This is an optimization exercise on Yosys and OpenROAD, whose aim is small area and a short achievable clock period, not a production implementation.

Setup of JK:
Design yuv_to_rgb_core, start of the top module:
module yuv_to_rgb_core (
	input  logic                CLOCK_50_I,
	input  logic                resetn,
	input  logic                pair_strobe,
	input  pixel_pkg::sample_t  y_even,
	input  pixel_pkg::sample_t  y_odd,
	input  pixel_pkg::sample_t  u_in,
	input  pixel_pkg::sample_t  v_in,
	output logic                rgb_strobe,
	output pixel_pkg::channel_t r_even,
	output pixel_pkg::channel_t g_even,
	output pixel_pkg::channel_t b_even,
	output pixel_pkg::channel_t r_odd,
	output pixel_pkg::channel_t g_odd,
	output pixel_pkg::channel_t b_odd
);
export LEC_CHECK = 0
export ABC_AREA = 1
export CAP_MARGIN = 20
export CORE_MARGIN = 2
export CORE_UTILIZATION = 40
export SLEW_MARGIN = 20
create_clock -name core_clock -period 11.5 [get_ports {CLOCK_50_I}]
standard.sh (not shown) runs the stock make flow with config.mk's settings and CLKGATE_MAP_FILE= SYNTH_SCRIPT=/design/flow/synth_recipe.tcl, a recipe that flattens the netlist after the stock synthesis.
==> flow/flow/run.sh <==
#!/bin/bash
# Standard layout, with one extra step between synthesis and floorplan:
# flow/polarity.py re-polarises the full-adder cells of the standard
# synthesis netlist to drop the inverters synthesis leaves between them.
# Each tool's output goes to a log of its own in this folder.
set -e
R=orfs/results/$FLOW_PLATFORM/yuv_to_rgb_core/base
bash standard.sh synth > 1_synth_std.log 2>&1
cp $R/1_2_yosys.v 1_2_yosys_std.v
python3 flow/polarity.py 1_2_yosys_std.v $R/1_2_yosys.v > polarity.log 2>&1
export SETUP_SLACK_MARGIN=7.7
# Port buffers: a plain buffer rather than the delay cell buffer_ports picks
export BUFFER_PORTS_ARGS="-buffer_cell sky130_fd_sc_hd__buf_2"
bash standard.sh finish > finish.log 2>&1
Other scripts of this flow, unchanged in this note and not shown: flow/flow/polarity.py
JK: no failed stages, no open violations at the end
The inputs of MS differ from those of JK as listed below.
diff --git a/flow/flow/run.sh b/flow/flow/run.sh
--- a/flow/flow/run.sh
+++ b/flow/flow/run.sh
@@ -9,5 +9,5 @@
 cp $R/1_2_yosys.v 1_2_yosys_std.v
 python3 flow/polarity.py 1_2_yosys_std.v $R/1_2_yosys.v > polarity.log 2>&1
-export SETUP_SLACK_MARGIN=7.7
+export SETUP_SLACK_MARGIN=8.0
 # Port buffers: a plain buffer rather than the delay cell buffer_ports picks
 export BUFFER_PORTS_ARGS="-buffer_cell sky130_fd_sc_hd__buf_2"
### Flow results
- Having completed the whole flow, JK delivered a layout that passed the timing, design-rule and antenna checks.
- MS: flow completed, timing, DRC and antenna clean
- Per the comparison of MS with JK, met2 track demand over resource in global routing decreased by 0.16 points relative to the old numbers; headroom to the max-slew limit lower; layout-stage area growth over the synthesis result up 2.8 points.
No functional check of the RTL was part of any run of this note.

========
Another version of the RTL of yuv_to_rgb_core (not shown whole).
For scale: roughly 3000 cells after synthesis, roughly 84 I/O pins, about 30000 um2 of cells after synthesis.
==> flow/config.mk <==
export PLATFORM = sky130hd
export DESIGN_NAME = yuv_to_rgb_core
export DESIGN_NICKNAME = yuv_to_rgb_core
export VERILOG_FILES = /design/flow/design.v
export SDC_FILE = /design/flow/constraint.sdc
export NUM_CORES = 4
export LEC_CHECK = 0
export ABC_AREA = 1
export CAP_MARGIN = 20
export CORE_MARGIN = 2
export CORE_UTILIZATION = 40
export CTS_BUF_LIST = sky130_fd_sc_hd__clkbuf_8
export SLEW_MARGIN = 20
==> flow/constraint.sdc <==
create_clock -name core_clock -period 11.5 [get_ports {CLOCK_50_I}]
set_input_delay 2.3000 -clock core_clock [delete_from_list [all_inputs] [get_ports {CLOCK_50_I}]]
set_output_delay 2.3000 -clock core_clock [all_outputs]
set_load 0.01 [all_outputs]
==> flow/flow/run.sh <==
#!/bin/bash
# Standard layout, with one extra step between synthesis and floorplan:
# flow/polarity.py re-polarises the full-adder cells of the standard
# synthesis netlist to drop the inverters synthesis leaves between them.
# Each tool's output goes to a log of its own in this folder.
set -e
R=orfs/results/$FLOW_PLATFORM/yuv_to_rgb_core/base
bash standard.sh synth > 1_synth_std.log 2>&1
cp $R/1_2_yosys.v 1_2_yosys_std.v
python3 flow/polarity.py 1_2_yosys_std.v $R/1_2_yosys.v > polarity.log 2>&1
export SETUP_SLACK_MARGIN=7.9
# Port buffers: a plain buffer rather than the delay cell buffer_ports picks
export BUFFER_PORTS_ARGS="-buffer_cell sky130_fd_sc_hd__buf_2"
bash standard.sh finish > finish.log 2>&1
==> flow/flow/polarity.py <==
#!/usr/bin/env python3
"""Re-polarise full adders in a flat Yosys netlist of sky130 cells.

A full adder is self-dual: FA(~a, ~b, ~c) = (~sum, ~cout).  Synthesis leaves
many inverters between adder cells; this pass chooses, for every fa cell,
whether it computes its signals true or complemented, so that as few nets as
possible need an inverter, then rebuilds the inverters.  The logic function
of every port and register input is unchanged.

usage: polarity.py IN.v OUT.v"""
import re
import sys

INV_RE = re.compile(r"^sky130_fd_sc_hd__inv_\d+$")
FA_RE = re.compile(r"^sky130_fd_sc_hd__fa_\d+$")
OUT_PINS = {"X", "Y", "Q", "Q_N", "SUM", "COUT", "HI", "LO", "GCLK"}

src = open(sys.argv[1]).read()

mod_start = src.index("module ")
body_start = src.index(";", mod_start) + 1
end_idx = src.rindex("endmodule")
header = src[:body_start]
body = src[body_start:end_idx]

# statements of the module body, split on ';' outside of parentheses is not
# needed: yosys writes one statement per ';'
stmts = [s for s in body.split(";")]
cell_re = re.compile(r"^\s*(sky130_fd_sc_hd__\w+)\s+(\S+)\s*\((.*)\)\s*$", re.S)
pin_re = re.compile(r"\.(\w+)\(\s*(.*?)\s*\)\s*(?:,|$)", re.S)

cells = []      # [type, name, {pin: net}]
other = []      # statements kept verbatim (declarations, assigns)
port_nets = set()
for s in stmts:
    st = s.strip()
    if not st:
        continue
    m = cell_re.match(st)
    if m:
        pins = {}
        for p, n in pin_re.findall(m.group(3)):
            pins[p] = n.strip()
        cells.append([m.group(1), m.group(2), pins])
    else:
        other.append(s)
        mm = re.match(r"^\s*(input|output|inout)\s+(\[[^\]]*\]\s*)?(.+)$", st, re.S)
        if mm:
            port_nets.add(mm.group(3).strip())

def base(net):
    # port 'foo' referenced as 'foo[3]'
    b = re.sub(r"\s*\[\d+\]$", "", net)
    return b

# nets named in assigns are left alone
assign_nets = set()
for s in other:
    if s.strip().startswith("assign"):
        for tok in re.findall(r"(\\\S+|[A-Za-z_][\w$.]*(?:\s*\[\d+\])?)", s.strip()[6:]):
            assign_nets.add(tok.strip())
            assign_nets.add(base(tok.strip()))

def fixed_net(net):
    return net in port_nets or base(net) in port_nets or net in assign_nets or base(net) in assign_nets

driver = {}
for ci, (t, name, pins) in enumerate(cells):
    for p, n in pins.items():
        if p in OUT_PINS:
            driver[n] = (ci, p)

# inverters that can be dissolved: input and output are plain internal nets
inv_of = {}   # output net -> input net
dissolve = set()
for ci, (t, name, pins) in enumerate(cells):
    if INV_RE.match(t) and "A" in pins and "Y" in pins and not fixed_net(pins["Y"]):
        inv_of[pins["Y"]] = pins["A"]
        dissolve.add(ci)

def root_of(net):
    par = 0
    seen = 0
    while net in inv_of and seen < 100:
        net = inv_of[net]
        par ^= 1
        seen += 1
    return net, par

# an adder whose output is a port or named in an assign keeps its polarity
fa_cells = [ci for ci, c in enumerate(cells) if FA_RE.match(c[0])
            and not any(fixed_net(n) for p, n in c[2].items() if p in OUT_PINS)]
is_fa = set(fa_cells)
fa_in = ("A", "B", "CIN")
fa_out = ("SUM", "COUT")

# consumer pins: (cell, pin) -> (root, parity)
cons = {}
for ci, (t, name, pins) in enumerate(cells):
    if ci in dissolve:
        continue
    for p, n in pins.items():
        if p in OUT_PINS:
            continue
        cons[(ci, p)] = root_of(n)
# inverters kept (fixed outputs) consume as normal cells: already covered

# polarity per fa cell
pol = {ci: 0 for ci in fa_cells}

def drv_pol(root):
    d = driver.get(root)
    if d and d[0] in is_fa:
        return pol[d[0]]
    return 0

# the FA outputs root nets: which roots does each FA drive
fa_roots = {ci: [cells[ci][2][p] for p in fa_out if p in cells[ci][2]] for ci in fa_cells}
root_cons = {}
for k, (r, par) in cons.items():
    root_cons.setdefault(r, []).append(k)

def need(k):
    ci, p = k
    r, par = cons[k]
    if ci in is_fa and p in fa_in:
        return par ^ pol[ci]
    return par

def root_cost(r):
    dp = drv_pol(r)
    for k in root_cons.get(r, []):
        if need(k) != dp:
            return 1
    return 0

def fa_touch(ci):
    rs = set(fa_roots[ci])
    for p in fa_in:
        if (ci, p) in cons:
            rs.add(cons[(ci, p)][0])
    return rs

def total():
    return sum(root_cost(r) for r in root_cons)

before = total()
touch = {ci: fa_touch(ci) for ci in fa_cells}


def delta(ci):
    rs = touch[ci]
    c0 = sum(root_cost(r) for r in rs)
    pol[ci] ^= 1
    c1 = sum(root_cost(r) for r in rs)
    pol[ci] ^= 1
    return c1 - c0


def descend():
    improved = True
    while improved:
        improved = False
        for ci in fa_cells:
            if delta(ci) < 0:
                pol[ci] ^= 1
                improved = True


# greedy descent, then annealing that accepts sideways and rare uphill moves
import random
rng = random.Random(1)
descend()
best_cost = total()
best = dict(pol)
cur = best_cost
temp = 1.0
for step in range(200000):
    ci = fa_cells[rng.randrange(len(fa_cells))]
    d = delta(ci)
    if d <= 0 or rng.random() < pow(2.718, -d / temp):
        pol[ci] ^= 1
        cur += d
        if cur < best_cost:
            best_cost = cur
            best = dict(pol)
    temp = max(0.05, 1.0 - step / 150000.0)
pol.update(best)
descend()
after = total()

# rebuild: FA polarity flip means its logical output root now carries the
# complement on the same net; every consumer pin gets the net or a shared
# inverter of it
new_inv = {}
out_cells = []
ninv = 0
def inv_net(r):
    global ninv
    if r not in new_inv:
        nm = f"_pol_n{ninv}_"
        new_inv[r] = nm
        ninv += 1
    return new_inv[r]

for ci, (t, name, pins) in enumerate(cells):
    if ci in dissolve:
        continue
    newpins = dict(pins)
    for p in pins:
        if p in OUT_PINS:
            continue
        r, par = cons[(ci, p)]
        if need((ci, p)) == drv_pol(r):
            newpins[p] = r
        else:
            newpins[p] = inv_net(r)
    out_cells.append((t, name, newpins))

def esc(n):
    # escaped identifiers end at white space
    return n + " " if n.startswith("\\") else n


lines = [header]
for s in other:
    lines.append(s + ";")
for r, nm in new_inv.items():
    lines.append(f"\n  wire {nm};")
for i, (r, nm) in enumerate(new_inv.items()):
    lines.append(f"\n  sky130_fd_sc_hd__inv_1 _pol_i{i}_ (\n    .A({esc(r)}),\n    .Y({nm})\n  );")
for t, name, pins in out_cells:
    pl = ",\n".join(f"    .{p}({esc(n)})" for p, n in pins.items())
    lines.append(f"\n  {t} {name} (\n{pl}\n  );")
lines.append("\nendmodule\n")
open(sys.argv[2], "w").write("".join(lines))
flipped = sum(pol.values())
sys.stderr.write(f"polarity: {len(fa_cells)} fa cells, {flipped} flipped; "
                 f"inverters {len(dissolve)} dissolved, {len(new_inv)} rebuilt "
                 f"(complemented nets {before} -> {after})\n")
The starting point produced a clean layout.
==> next run, changes <==
--- a/flow/flow/polarity.py
+++ b/flow/flow/polarity.py
@@ -5,6 +5,7 @@
 many inverters between adder cells; this pass chooses, for every fa cell,
 whether it computes its signals true or complemented, so that as few nets as
-possible need an inverter, then rebuilds the inverters.  The logic function
-of every port and register input is unchanged.
+possible need an inverter, then rebuilds the inverters.  A half adder whose
+two inputs both come complemented becomes an xor2 and a nor2 of the true
+inputs.  The logic function of every port and register input is unchanged.
 
 usage: polarity.py IN.v OUT.v"""
@@ -128,8 +129,26 @@
     return par
 
+HA_RE = re.compile(r"^sky130_fd_sc_hd__ha_\d+$")
+ha_partner = {}
+for ci, (t, name, pins) in enumerate(cells):
+    if ci not in dissolve and HA_RE.match(t) and (ci, "A") in cons and (ci, "B") in cons:
+        ha_partner[(ci, "A")] = (ci, "B")
+        ha_partner[(ci, "B")] = (ci, "A")
+
+
+def mismatch(k):
+    return need(k) != drv_pol(cons[k][0])
+
+
+def free_pin(k):
+    # a half adder whose two inputs both come complemented becomes an xor2
+    # and a nor2 of the true inputs, of the same area: no inverter needed
+    q = ha_partner.get(k)
+    return q is not None and mismatch(q)
+
+
 def root_cost(r):
-    dp = drv_pol(r)
     for k in root_cons.get(r, []):
-        if need(k) != dp:
+        if mismatch(k) and not free_pin(k):
             return 1
     return 0
@@ -140,4 +159,10 @@
         if (ci, p) in cons:
             rs.add(cons[(ci, p)][0])
+    # roots feeding the other input of half adders that these roots feed
+    for r in list(rs):
+        for k in root_cons.get(r, []):
+            q = ha_partner.get(k)
+            if q is not None:
+                rs.add(cons[q][0])
     return rs
 
@@ -204,8 +229,10 @@
     return new_inv[r]
 
+n_ha = 0
 for ci, (t, name, pins) in enumerate(cells):
     if ci in dissolve:
         continue
     newpins = dict(pins)
+    inverted = {}
     for p in pins:
         if p in OUT_PINS:
@@ -215,5 +242,15 @@
             newpins[p] = r
         else:
-            newpins[p] = inv_net(r)
+            inverted[p] = r
+    if (ci, "A") in ha_partner and set(inverted) == {"A", "B"}:
+        a, b = inverted["A"], inverted["B"]
+        if "SUM" in pins:
+            out_cells.append(("sky130_fd_sc_hd__xor2_1", name + "_x", {"A": a, "B": b, "X": pins["SUM"]}))
+        if "COUT" in pins:
+            out_cells.append(("sky130_fd_sc_hd__nor2_1", name + "_n", {"A": a, "B": b, "Y": pins["COUT"]}))
+        n_ha += 1
+        continue
+    for p, r in inverted.items():
+        newpins[p] = inv_net(r)
     out_cells.append((t, name, newpins))
 
@@ -236,4 +273,5 @@
 open(sys.argv[2], "w").write("".join(lines))
 flipped = sum(pol.values())
+sys.stderr.write(f"polarity: {n_ha} half adders of complemented inputs made xor2 and nor2\n")
 sys.stderr.write(f"polarity: {len(fa_cells)} fa cells, {flipped} flipped; "
                  f"inverters {len(dissolve)} dissolved, {len(new_inv)} rebuilt "
After rerunning: Area after synthesis drops slightly; synthesized cell count climbs slightly; utilization drops by 0.37 points; die area drops slightly; final area drops slightly; routed wire length drops by a few percent; worst hold slack got worse by 0.0032 ns; clock-buffer cell count climbs by 11; fmax climbs slightly.
No functional check of the RTL was part of any run of this note.

==> static timing again, ports no longer ideal <==
The flow's constraints put no driver on any port. The routed layouts listed below were extracted and timed again, unchanged, in two steps.
Step 1 sets driving cells, clkbuf_16 on the clock port and buf_2 on the other inputs (assumed; they add their load-dependent delay and slew).
Step 2 moves the port delays by t, midway between the first and last clock arrival at a register: inputs arrive t later, outputs are due t later. That takes back most of the time a late clock gives input paths.
Slacks: ideal ports / drivers / drivers and shift; pairs: ideal ports / drivers.
run | t, ns | slack for setup (ns) | worst slew at a driven data input, ns
JK | 0.644 | 7.587 / 7.587 / 7.494 | 0.04
MS | 0.647 | 7.718 / 7.718 / 7.718 | 0.04
the first run of note 2 | 0.688 | 7.816 / 7.816 / 7.558 | 0.04
the second run of note 2 | 0.688 | 7.863 / 7.863 / 7.613 | 0.04
After both steps setup and hold are still met in every run listed. The setup slack of the first run of note 2, which loses most, moves by 0.000 ns with the drivers and by -0.258 ns with both steps.
